Source: an optimization exercise on an open RTL-to-GDS flow (aim: small area). Production flows keep margins and buffers that such runs may drop. Function was checked by simulation only, so behaviour that the tests miss may differ from the original. No activity file was given, so power comes from the tool's default toggle rates. No driver is modelled on the clock port, so clocking that relies on it looks cheaper here than on a real chip.

$ cat design/flow/design.v
`timescale 1ns/100ps
module niuCpu (
    input  logic        clk,
    input  logic        reset,
    output logic [31:0] fetchAddr,
    output logic        fetchStrobe,
    input  logic [31:0] fetchData,
    output logic [31:0] dataAddr,
    output logic [31:0] dataWdata,
    output logic        dataWrite,
    input  logic [31:0] dataRdata,
    output logic        halted
);
    logic [4:0] cnt;
    logic       pass;    
    logic       fin;     
    logic       clr;
    logic       halt;
    wire c0  = (cnt == 5'd0);
    wire c31 = (cnt == 5'd31);
    wire run = ~clr & ~halt;
    wire p0  = ~fin & ~pass;
    wire p1  = ~fin & pass;
    wire [31:0] ir = fetchData;
    wire  [4:0]  op  = ir[31:27];
    wire  [4:0]  rx  = ir[26:22];
    wire  [4:0]  ry  = ir[21:17];
    wire  [4:0]  rz  = ir[16:12];
    wire isR   = (op == 5'd0);
    wire isI   = (op == 5'd1) | (op == 5'd2) | (op == 5'd5) | (op == 5'd6) | (op == 5'd7) |
                 (op[4:2] == 3'b010);
    wire isALU = isR | isI;
    wire isLW  = (op == 5'd16);
    wire isSW  = (op == 5'd19);
    wire isBR  = (op[4:2] == 3'b110);
    wire isJAL = (op == 5'd31);
    wire undef = ~(isALU | isLW | isSW | isBR | isJAL);
    wire [4:0] fn = isR ? ir[4:0] : op;
    wire fSub  = isALU & (fn == 5'd0);
    wire fAdd  = isALU & (fn == 5'd1);
    wire fMul  = isALU & (fn == 5'd2);
    wire fNot  = isALU & (fn == 5'd4);
    wire fAnd  = isALU & (fn == 5'd5);
    wire fOr   = isALU & (fn == 5'd6);
    wire fXor  = isALU & (fn == 5'd7);
    wire fShl  = isALU & (fn[4:1] == 4'b0100);
    wire fShr  = isALU & (fn[4:1] == 4'b0101);
    wire fSh   = fShl | fShr;
    wire arith = fn[0];
    wire fCmp  = isALU & (fn[4:2] == 3'b100);
    wire fLong = fMul | fSh | fCmp;      
    wire [4:0] wsel = isR ? rz : ry;
    wire two  = fLong | isLW | isBR;
    wire lastWork = two ? p1 : p0;
    assign fetchStrobe = run & p0 & c0;
    always_ff @(posedge clk or posedge reset) begin
        if (reset) begin
            cnt  <= 5'd0;
            pass <= 1'b0;
            fin  <= 1'b0;
            clr  <= 1'b1;
            halt <= 1'b0;
        end else begin
            cnt <= cnt + 5'd1;
            if (c31) begin
                if (clr) begin
                    clr <= 1'b0;
                end else if (run) begin
                    if (fin) begin
                        fin  <= 1'b0;
                        pass <= 1'b0;
                    end else if (lastWork) begin
                        fin <= 1'b1;
                    end else begin
                        pass <= 1'b1;
                    end
                end
            end
            if (fetchStrobe & undef) halt <= 1'b1;
        end
    end
    assign halted = halt;
    logic [2:0] mode;
    wire taken;
    wire t0;
    always_ff @(posedge clk) begin
        if (~fin) begin
            mode <= fShr  ? {1'b1, t0, arith} :
                    isJAL ? {2'b01, (rx != ry)} :
                            {2'b00, isBR & taken};
        end
    end
    wire mSHR = mode[2];
    wire mT0 = mode[2] & mode[1];
    wire mArith = mode[2] & mode[0];
    wire mLink = ~mode[2] & mode[1];
    wire mJump = ~mode[2] & mode[1] & mode[0];
    wire mBrT = ~mode[2] & ~mode[1] & mode[0];
    logic [31:0] rf [32];
    logic [31:0] head;
    logic        wen;
    logic        wbit;
    logic [4:0]  sr;
    wire  [4:0]  wdst = fin ? sr : wsel;
    wire [3:0] dLo = (4'b0001 << wdst[1:0]) | {4{clr}};
    wire [7:0] dHi = ((8'b00000001 << wdst[4:2]) & {8{wen}}) | {8{clr}};
    genvar r;
    generate
        for (r = 0; r < 32; r++) begin : g_rf
            wire we = dLo[r % 4] & dHi[r / 4];
            always_ff @(posedge clk) begin
                rf[r] <= {we ? (wbit & ~clr) : rf[r][0], rf[r][31:1]};
            end
            assign head[r] = rf[r][0];
        end
    endgenerate
    wire xbit = head[rx];
    wire ybit = head[ry];
    wire immb = cnt[4] ? ir[16] : ir[cnt[3:0]];    
    wire bbit = (isR | isBR) ? ybit : immb;
    logic cy, ne, lt;
    wire  sub = fSub | fCmp | isBR;
    wire  bb  = bbit ^ sub;
    wire  cin = c0 ? sub : cy;
    wire  sum = xbit ^ bb ^ cin;
    wire  cout = (xbit & bb) | (xbit & cin) | (bb & cin);
    always_ff @(posedge clk) begin
        cy <= cout;
        if (p0) begin
            ne <= (c0 ? 1'b0 : ne) | (fSh ? (bbit & (cnt >= 5'd5)) : (xbit ^ bbit));
            if (fSh | c31) lt <= fSh ? ((c0 ? 1'b0 : lt) | bbit) : ((xbit ^ bbit) ? xbit : sum);
        end
    end
    wire [1:0] cc = isBR ? op[1:0] : ir[1:0];
    logic flag;
    always_comb begin
        case (cc)
            2'd0: flag = ~ne;
            2'd1: flag = ne;
            2'd2: flag = lt;
            default: flag = lt | ~ne;
        endcase
    end
    logic simple;
    always_comb begin
        simple = 1'b0;
        if (fAdd | fSub) simple = sum;
        else if (fNot) simple = ~xbit;
        else if (fAnd) simple = xbit & bbit;
        else if (fOr)  simple = xbit | bbit;
        else if (fXor) simple = xbit ^ bbit;
    end
    logic       seen;
    wire        neg1 = lt;
    wire        ovf = ne;
    wire  tbit = bbit ^ (fShr & ~c0 & neg1);
    always_ff @(posedge clk) begin
        if (p0 & (cnt < 5'd5)) sr <= {tbit, sr[4:1]};
        else if (lastWork & c31) sr <= wsel;
    end
    assign t0 = (sr == 5'd0);
    wire hit = run & ~ovf & ((p1 & fSh & ~(fShr & t0) & (cnt == sr)) | (fin & mT0 & c0));
    always_ff @(posedge clk) seen <= ~p0 & (seen | hit);
    logic [31:0] A;
    wire aEn = run & ((p0 & (fMul | fSh | isLW | isSW | isJAL | isBR)) |
                      (fin & (mJump | (mBrT & (cnt >= 5'd2)))));
    wire aIn = (isLW | isSW) ? sum : (isBR ? immb : xbit);
    always_ff @(posedge clk) begin
        if (aEn) A <= {aIn, A[31:1]};
    end
    assign dataAddr = A;
    logic [14:0] pLo;
    logic [31:16] pUp;
    logic        k, bjd, x0;
    wire bj  = run & ((p1 & fMul & bbit) | hit);
    wire sIn = run & ((p0 & isSW) ? ybit :
                      ((p1 & fShr & arith) | (fin & mArith)) & A[31] & (seen | ovf));
    wire [31:0] pp = {A[31:16] & {16{bjd}}, A[15:0] & {16{bj}}};
    logic [32:16] cu;
    logic [31:16] su;
    assign cu[16] = k;
    genvar m;
    generate
        for (m = 16; m < 32; m++) begin : g_up
            assign su[m] = pUp[m] ^ pp[m] ^ cu[m];
            assign cu[m+1] = (pUp[m] & pp[m]) | (pUp[m] & cu[m]) | (pp[m] & cu[m]);
        end
    endgenerate
    wire [15:0] pin = {su[16], pLo};
    logic [16:0] cl;
    logic [15:0] sl;
    assign cl[0] = 1'b0;
    generate
        for (m = 0; m < 16; m++) begin : g_lo
            assign sl[m] = pin[m] ^ pp[m] ^ cl[m];
            assign cl[m+1] = (pin[m] & pp[m]) | (pin[m] & cl[m]) | (pp[m] & cl[m]);
        end
    endgenerate
    always_ff @(posedge clk) begin
        pLo <= sl[15:1];
        pUp <= {cu[32] | sIn, su[31:17]};
        k   <= cl[16];
        bjd <= bj;
        x0  <= sl[0];
    end
    wire prod = sl[0];
    assign dataWdata = {pUp, pLo, x0};
    assign dataWrite = run & fin & c0 & isSW;
    logic [31:0] pc;
    logic        pcc;
    assign taken = flag;
    wire pcAdd = mBrT & A[0] & (cnt >= 5'd2);
    wire pcCin = c0 ? 1'b0 : ((cnt == 5'd2) | pcc);
    wire pcSum = pc[0] ^ pcAdd ^ pcCin;
    wire pcIn  = clr ? 1'b0 : (mJump ? A[0] : pcSum);
    always_ff @(posedge clk) begin
        if (clr | (run & fin)) pc <= {pcIn, pc[31:1]};
        pcc <= pc[0] & (pcAdd | pcCin) | (pcAdd & pcCin);
    end
    assign fetchAddr = pc;
    always_comb begin
        wen  = 1'b0;
        wbit = 1'b0;
        if (run) begin
            if (fin) begin
                if (mSHR) begin
                    wen = 1'b1; wbit = prod;
                end else if (mLink) begin
                    wen = 1'b1; wbit = pcSum;
                end
            end else if (p0 & isALU & ~fLong) begin
                wen = 1'b1; wbit = simple;
            end else if (p1 & fCmp) begin
                wen = 1'b1; wbit = c0 & flag;
            end else if (p1 & (fMul | fShl)) begin
                wen = 1'b1; wbit = prod;
            end else if (p1 & isLW) begin
                wen = 1'b1; wbit = dataRdata[cnt];
            end
        end
    end
endmodule
$ cat design/flow/flow/run.sh
#!/bin/bash
# The standard layout (standard.sh) with three changes:
#  - synthesis maps the logic with an area-oriented ABC script
#    (flow/abc_area.script) in place of ORFS's delay-oriented one; everything
#    else in the synthesis, registers included, is the standard synthesis;
#  - the port buffers are the smallest buffer cell;
#  - the clock tree uses clusters of up to 30 flip-flops (80 um across) on clkbuf_16
#    buffers, without dummy loads.
# The flow's whole output goes to standard_flow.log; ORFS keeps each tool's
# log under orfs/logs/.
set -euo pipefail
W=$PWD
sed "s#^  log_cmd abc {\*}\$abc_args#  log_cmd abc -script $W/flow/abc_area.script {*}[lrange \$abc_args 2 end]#" \
    "$FLOW_HOME/scripts/synth.tcl" > "$W/synth_area.tcl"
grep -q "abc_area.script" "$W/synth_area.tcl"
sed "s#^source \$::env(SCRIPTS_DIR)/synth.tcl#source $W/synth_area.tcl#" \
    "$W/synth_recipe.tcl" > "$W/synth_recipe_area.tcl"
grep -q "synth_area.tcl" "$W/synth_recipe_area.tcl"
sed "s#SYNTH_SCRIPT=[^ ]*#SYNTH_SCRIPT=$W/synth_recipe_area.tcl#" "$W/standard.sh" > "$W/standard_area.sh"
grep -q "synth_recipe_area.tcl" "$W/standard_area.sh"
export BUFFER_PORTS_ARGS="-buffer_cell sky130_fd_sc_hd__buf_1"
export CTS_ARGS="-sink_clustering_enable -repair_clock_nets -dont_use_dummy_load -buf_list sky130_fd_sc_hd__clkbuf_16 -sink_clustering_size 30 -sink_clustering_max_diameter 80"
bash "$W/standard_area.sh" > standard_flow.log 2>&1
$ cat design/flow/flow/abc_area.script
strash
dc2
dch -f
amap
topo
$ cat design/flow/standard.sh
#!/bin/bash
# synth_recipe.tcl (not shown) runs the flow's synth.tcl, then flattens the netlist and writes it again
# the make line also repeats each setting of config.mk as NAME=value (left out here)
make -C /OpenROAD-flow-scripts/flow DESIGN_CONFIG=/design/flow/config.mk WORK_HOME=/design/flow/orfs CLKGATE_MAP_FILE= SYNTH_SCRIPT=/design/flow/synth_recipe.tcl "${@:-finish}"
$ cat design/flow/config.mk
export PLATFORM = sky130hd
export DESIGN_NAME = niuCpu
export DESIGN_NICKNAME = niuCpu
export VERILOG_FILES = /design/flow/design.v
export SDC_FILE = /design/flow/constraint.sdc
export NUM_CORES = 4
export LEC_CHECK = 0
export CAP_MARGIN = 20
export CORE_MARGIN = 2
export CORE_UTILIZATION = 50
export PLACE_DENSITY = 0.75
export SLEW_MARGIN = 20
$ cat design/flow/constraint.sdc
create_clock -name core_clock -period 14.0 [get_ports {clk}]
set_input_delay 2.8000 -clock core_clock [delete_from_list [all_inputs] [get_ports {clk}]]
set_output_delay 2.8000 -clock core_clock [all_outputs]
set_load 0.01 [all_outputs]
==> out/qor.txt, run 1 <==
Simple-Gate Fraction of Synth Area = 0.03869
Drt total wl = 45900 µm
XOR/XNOR share of the synthesized area = 0
Dpl hpwl = 31330 µm
Dominant synthesized flop cell = dfxtp_1
Crit. End Element = register
Mux contribution to synthesized area = 0
CP most frequent cell = fa_1
Global-route usage over all layers = 0.1639
Fill cell count = 4125
Final #Nets = 2011
Worst Clk Skew = 69.65 ps
Part of the cycle the worst path needs = 0.8922
Worst skew pair latency = 600 ps
Post-synth top area share = 0.7837
Initial antenna violation count = 2
Hold Crit Class = register to register
Drc violations = 0
Cts bufs inserted = 45
Mapped cell area = 0.02710 mm²
Required time of the critical path = 14470 ps
EDFF count, synth = 74
Final setup vio count = 0
Worst-Margin Slew = 1048 ps
Ys async rst share = 0.007867
Worst-path clk slew = 100 ps
Vias in the first global route = 12350
IO buf count = 164
Post-synth net total = 1792
Pre-CTS setup slack = 880.9 ps
Top-count cell post-synth = dfxtp_1
Maximum clock insertion buffer count = 3
Worst VDD drop = 0.1384 mV
Die footprint = 0.05609 mm²
Die X = 236.8 µm
FMAX = 0.08006 GHz
Worst setup margin = 1509 ps
PostCTS Resize Cnt = 0
Starting density of the core = 0.5046
Root Driver = clkbuf_16
Commonest cells in the netlist = 1061 x dfxtp_1, 122 x nor2_1, 74 x edfxtp_1
Rows = 85
Slew Viols, Final = 0
Core Region = 0.05371 mm²
Sink Count = 1144
Yosys reg bits = 1144
Final setup TNS = 0 ps
CP Data Arrival Time = 12960 ps
Crit Path Category = input port to register
RSZ-0062 raised after global routing = no
Status = no timing/DRC/antenna violations
Antenna Violating Nets Remaining = 0
Hold buffers post-CTS = 0
Worst rel slew slack = 0.2947
Post-CTS Repair Setup Buffers = 0
I/O pins = 165
Largest family of logic cells by synthesized area = compound AO/OA/AOI/OAI gates
Mean Syn Cell Area = 16.09 µm²
PD cells = 171.3 mW/mm²
Ratio of cells with drive above 1 in the final layout = 0.02997
Crit path buffers/inverters = 5
Yosys top cell by area = dfxtp_1
Vias = 12350
Slowest CP cell = o21ai_0
Synth warnings = 2
Startpoint Class = input port
H-tree Lvls = 2
Placer Congestion = 0.8743
Max-Cap Viols = 0
Gr ovfl total = 0
Period minus WS final = 12490 ps
Crit-path max cell delay = 500 ps
Area Growth Syn to Fin = 9.898%
DR WL/cell = 17.66 µm
Largest delay share family, worst path = adder cells
Die height = 236.8 µm
DRT Pass-1 Iters = 5
First-pass GRT wire length = 70500 µm
Post-synthesis sequential area ratio = 0.8740
Vias/cell = 4.751
Endpoints failing hold = 0
CTS tree = yes
Syn Inst Count = 1685
Starting DRC count in detailed routing = 712
Post-layout power = 0.005103 W
Largest net degree at the start of global routing = 33
Synthesized-area fraction occupied by adder cells = 0.02807
CP max FO = 16
Compound-Gate Fraction of Synth Area = 0.04884
Largest cells by area after synthesis = dfxtp_1 78%, edfxtp_1 8.2%, fa_1 2.4%
Synth cell types = 43
P_leak = 11.38 nW
-- state kept, by name, summed over array words and instances, names as in the netlist --
register / flops
pass: 1
cnt: 5
fin: 1
pLo: 15
x0: 1
seen: 1
sr: 5
bjd: 1
halt: 1
ne: 1
cy: 1
rf: 1024
clr: 1
pcc: 1
mode: 3
lt: 1
A: 32
k: 1
pUp: 16
pc: 32
-- report_power, final --
part	internal (W)	total [W]	switching, W
Combinational	0.0000484	0.000172	0.000123
Clock	0.000580	0.00146	0.000875
Sequential	0.00342	0.00348	0.0000519
-- layout make-up --
cell class / instances / area (µm²) / area share
flip-flops and latches: 1144 / 23690 / 0.7953
multi-input cells: 467 / 3141 / 0.1054
clock buffers: 45 / 1126 / 0.03781
well taps: 696 / 870.8 / 0.02924
repair buffers: 173 / 683.2 / 0.02294
inverters: 73 / 274.0 / 0.009199
diodes: 1 / 2.502 / 0.00008401
-- stage by stage --
stage | util | instances | hold WS, ps | area [µm²]
detailed placement | 0.5336 | 2553 | 312.1 | 28660
global placement | 0.5336 | 2553 | 309.6 | 28660
global route | 0.5545 | 2598 | 313.3 | 29780
finish | 0.5546 | 2599 | 313.9 | 29790
floorplan | - | 1685 | 309.6 | 27100
CTS | 0.5545 | 2598 | 307.2 | 29780
-- layout by cell type, fill, tap and decap left out, types with 2 or more instances in the layout --
master	netlist	routed
a221oi_1	21	21
nand2_1	22	22
a22oi_1	12	12
nor2b_1	34	34
o221ai_1	12	12
dfrtp_1	8	8
fa_1	33	33
o21ai_0	22	20
a221o_1	2	2
clkbuf_16	0	45
nand3_1	12	12
o22ai_1	40	40
o31ai_1	2	2
a21oi_1	50	50
edfxtp_1	74	74
o21ai_2	0	2
clkinv_1	73	73
or2_0	5	5
nor3_1	15	15
or3_1	4	4
o211ai_1	4	4
ha_1	8	8
nor2_1	122	122
buf_4	1	9
a311oi_1	2	2
nand4_1	2	2
a211oi_1	3	3
nand2b_1	2	2
a31oi_1	6	6
buf_1	0	164
o32a_1	3	3
dfxtp_1	1061	1061
nor4_1	8	8
o22a_1	6	6
o221a_1	4	4
and3_1	2	2
-- worst register-to-register path, stage by stage, from the launching register on --
cell	delay, ps
dfrtp_1	570
clkinv_1	440
nor2_1	380
clkinv_1	340
nor2_1	220
clkinv_1	130
o22ai_1	130
a221oi_1	70
o221ai_1	370
a21oi_1	340
a31oi_1	370
buf_4	290
nor2b_1	80
fa_1	400
fa_1	430
fa_1	420
fa_1	440
fa_1	440
fa_1	430
fa_1	420
fa_1	430
fa_1	440
fa_1	460
fa_1	430
fa_1	440
fa_1	430
fa_1	430
fa_1	480
-- cells by family after synthesis --
| family | Yosys count |
|---|---|
| buffers and inverters | 74 |
| flip-flops | 1144 |
| AO/OA/AOI/OAI | 196 |
| adder cells (fa/ha/maj) | 41 |
| AND/OR/NAND/NOR | 230 |
-- routing by layer --
layer | track usage | share of wire | vias to the layer above
li1 | - | - | 5978
met1 | 0.2284 | 0.47 | 5944
met2 | 0.2605 | 0.44 | 340
met3 | 0.02938 | 0.054 | 85
met4 | 0.05619 | 0.031 | 2
met5 | 0 | 0.00017 | -
-- path summary, 6_finish.rpt --
check,start,to,slack [ps],cells after the start
max,fetchData[27],pLo[14],1510,29
min,rf[12][19],rf[12][18],310,0
max reg2reg,cnt[2],pLo[14],3630,27
min reg2reg,rf[12][19],rf[12][18],310,0
max in group asynchronous,reset,clr,11610,2
min in group asynchronous,reset,cnt[0],2110,2
==> inputs of run 2 (changes only) <==
--- a/design/flow/flow/run.sh
+++ b/design/flow/flow/run.sh
@@ -21,3 +21,3 @@
 export BUFFER_PORTS_ARGS="-buffer_cell sky130_fd_sc_hd__buf_1"
-export CTS_ARGS="-sink_clustering_enable -repair_clock_nets -dont_use_dummy_load -buf_list sky130_fd_sc_hd__clkbuf_16 -sink_clustering_size 30 -sink_clustering_max_diameter 80"
+export CTS_ARGS="-sink_clustering_enable -repair_clock_nets -dont_use_dummy_load -buf_list sky130_fd_sc_hd__clkbuf_16 -sink_clustering_size 36 -sink_clustering_max_diameter 70"
 bash "$W/standard_area.sh" > standard_flow.log 2>&1
==> run 2 against run 1 <==
Still clean; maximum frequency down 0.38%; worst setup slack got worse by 48 ps; sequential power barely moved; clock skew up 5.8 ps; largest cell class unchanged.
==> out/qor.txt, run 2 <==
Largest net degree at the start of global routing = 37
Ratio of cells with drive above 1 in the final layout = 0.02844
DRT Pass-1 Iters = 5
Vias in the first global route = 12240
Hold Crit Class = register to register
Post-CTS Repair Setup Buffers = 0
Drc violations = 0
IO buf count = 164
Starting density of the core = 0.5046
Die footprint = 0.05609 mm²
Cts bufs inserted = 42
Root Driver = clkbuf_16
Slowest CP cell = o21ai_0
CP max FO = 16
Final setup vio count = 0
Final setup TNS = 0 ps
Antenna Violating Nets Remaining = 0
Fin util = 0.5532
Top-count cell post-synth = dfxtp_1
Post-Place Cells = 2553
Top Registers = rf (1024), A (32), pc (32)
Required time of the critical path = 14460 ps
Placer Congestion = 0.8743
Largest cells by area after synthesis = dfxtp_1 78%, edfxtp_1 8.2%, fa_1 2.4%
Starting DRC count in detailed routing = 699
Crit-path max cell delay = 490 ps
Post-synth top area share = 0.7837
Hold buffers post-CTS = 0
DR WL/cell = 17.82 µm
H-tree Lvls = 2
Max FFs per register = 1024
Startpoint Class = input port
Syn Inst Count = 1685
Endpoints failing hold = 0
Worst rel slew slack = 0.2917
Gr ovfl total = 0
Worst-path clk slew = 110 ps
EDFF count, synth = 74
Period minus WS final = 12540 ps
Commonest cells in the netlist = 1061 x dfxtp_1, 122 x nor2_1, 74 x edfxtp_1
Area Growth Syn to Fin = 9.621%
Status = no timing/DRC/antenna violations
Sink Count = 1144
Mean Syn Cell Area = 16.09 µm²
Initial antenna violation count = 3
R2R Path End = pLo[14]
Vias/cell = 4.733
CP most frequent cell = fa_1
Commonest non-fill, non-tap cells in the layout = 1061 x dfxtp_1, 164 x buf_1, 122 x nor2_1
Max-Cap Viols = 0
Min Hold Slack = 237.7 ps
Vias = 12290
Final #Nets = 2008
Ys async rst share = 0.007867
Synth warnings = 2
Worst-Margin Slew = 1053 ps
Drt total wl = 46260 µm
RSZ-0062 raised after global routing = no
Reg area = 0.02369 mm²
P_leak = 11.34 nW
FMAX = 0.07975 GHz
Worst VDD drop = 0.1119 mV
Synth cell types = 43
Most common cell after layout, fill and taps aside = dfxtp_1
R2R depth = 27
Area of the multi-input gates = 0.003141 mm²
Die height = 236.8 µm
CP startpoint = fetchData[28]
Crit Path Category = input port to register
Mapped cell area = 0.02710 mm²
Finished Layout Cells = 2596
FF-to-FF Start = cnt[2]
Reg2reg setup slack = 3480 ps
Maximum clock insertion buffer count = 3
Core Region = 0.05371 mm²
Worst skew pair latency = 610 ps
Reg with most FFs = rf
I/O pins = 165
Post-synthesis sequential area ratio = 0.8740
Yosys top cell by area = dfxtp_1
Fill cell count = 4124
Rows = 85
Part of the cycle the worst path needs = 0.8956
CP Data Arrival Time = 12990 ps
PostCTS Resize Cnt = 0
Die X = 236.8 µm
Dominant synthesized flop cell = dfxtp_1
Post-synth net total = 1792
Slew Viols, Final = 0
Setup crit end = pLo[14]
Crit. End Element = register
Yosys reg bits = 1144
Global-route usage over all layers = 0.1649
Dpl hpwl = 31330 µm
First-pass GRT wire length = 70730 µm
PD cells = 170.3 mW/mm²
Worst Clk Skew = 75.43 ps
CTS tree = yes
==> run 2: cell counts after synthesis <==
Identical to the previous run, type by type.
==> run 2: how the worst min path moves through the flow <==
stage / cells after the start / slack (ps) / to / from
final: 0 / 240 / rf[17][23] / rf[17][24]
after global routing: 0 / 230 / rf[17][23] / rf[17][24]
after CTS: 0 / 230 / rf[17][23] / rf[17][24]
after detailed placement: 0 / 310 / rf[10][27] / rf[10][28]
after global placement: 0 / 310 / rf[25][0] / rf[25][1]
after floorplan: 0 / 310 / rf[0][0] / rf[0][1]
==> run 2: through the flow <==
| stage | setup slack (ps) | instance area (µm²) | power, W |
|---|---|---|---|
| global route | 882.7 | 29710 | 0.005239 |
| floorplan | 1795 | 27100 | 0.003625 |
| CTS | 1487 | 29710 | 0.005107 |
| finish | 1462 | 29710 | 0.005061 |
| detailed placement | 880.9 | 28660 | 0.003723 |
| global placement | 1129 | 28660 | 0.003720 |
==> run 2: logic make-up after synthesis <==
family                   Yosys count  share of synthesized area
AO/OA/AOI/OAI                    196                    0.04884
AND/OR/NAND/NOR                  230                    0.03869
adder cells (fa/ha/maj)           41                    0.02807
flip-flops                      1144                     0.8740
buffers and inverters             74                    0.01039
==> run 2: where the power goes <==
group	leakage [nW]	internal [W]	total, W	switching (W)
Combinational	1.46	0.0000484	0.000171	0.000123
Sequential	9.37	0.00343	0.00348	0.0000524
Clock	0.518	0.000544	0.00141	0.000867
Total	11.3	0.00402	0.00506	0.00104
==> run 2: cell type report <==
class	instances	share of cell area
Clock buffer	42	0.03537
Tap cell	696	0.02931
Timing Repair Buffer	173	0.02299
Sequential cell	1144	0.7973
Multi-Input combinational cell	467	0.1057
Inverter	73	0.009223
Antenna cell	1	0.00008422
==> run 2: critical path: cells and delay by family <==
| kind | cells | cell delay (ps) |
|---|---|---|
| fa+ha+maj | 15 | 6520 |
| simple gates | 6 | 1550 |
| compound gates | 3 | 1030 |
| buf+inv | 5 | 1080 |
==> run 2: routing by layer <==
metal,wire (µm),vias to the layer above,GRT usage,share of wire
li1,-,5972,-,-
met1,21780,5927,0.2287,0.47
met2,20800,314,0.2636,0.45
met3,2552,71,0.03602,0.055
met4,1097,4,0.04507,0.024
met5,27,-,0,0.00058

[afterwards: timing with drivers on the ports]
In the flow no input, the clock included, has a driving cell. The finished layouts below were timed again as built, in two steps.
Step 1 sets driving cells, clkbuf_16 on the clock port and buf_2 on the other inputs (assumed; they add their load-dependent delay and slew).
Step 2, shift: input delay + t, output delay - t, t = (earliest + latest rising clock arrival at the registers) / 2. This alone moves slack from input paths to output paths.
Three values: ideal, step 1, step 2; two values: the first two.
| run | t (ns) | slack for setup (ns) | worst hold slack (ns) |
|---|---|---|---|
| run 1 | 0.619 | 1.509 / 1.535 / 0.916 | 0.314 / 0.314 / 0.314 |
| run 2 | 0.623 | 1.462 / 1.491 / 0.868 | 0.238 / 0.238 / 0.238 |
After both steps every run listed still meets setup and hold. The setup slack of run 2, which loses most, moves by +0.029 ns with the drivers and by -0.594 ns with both steps.
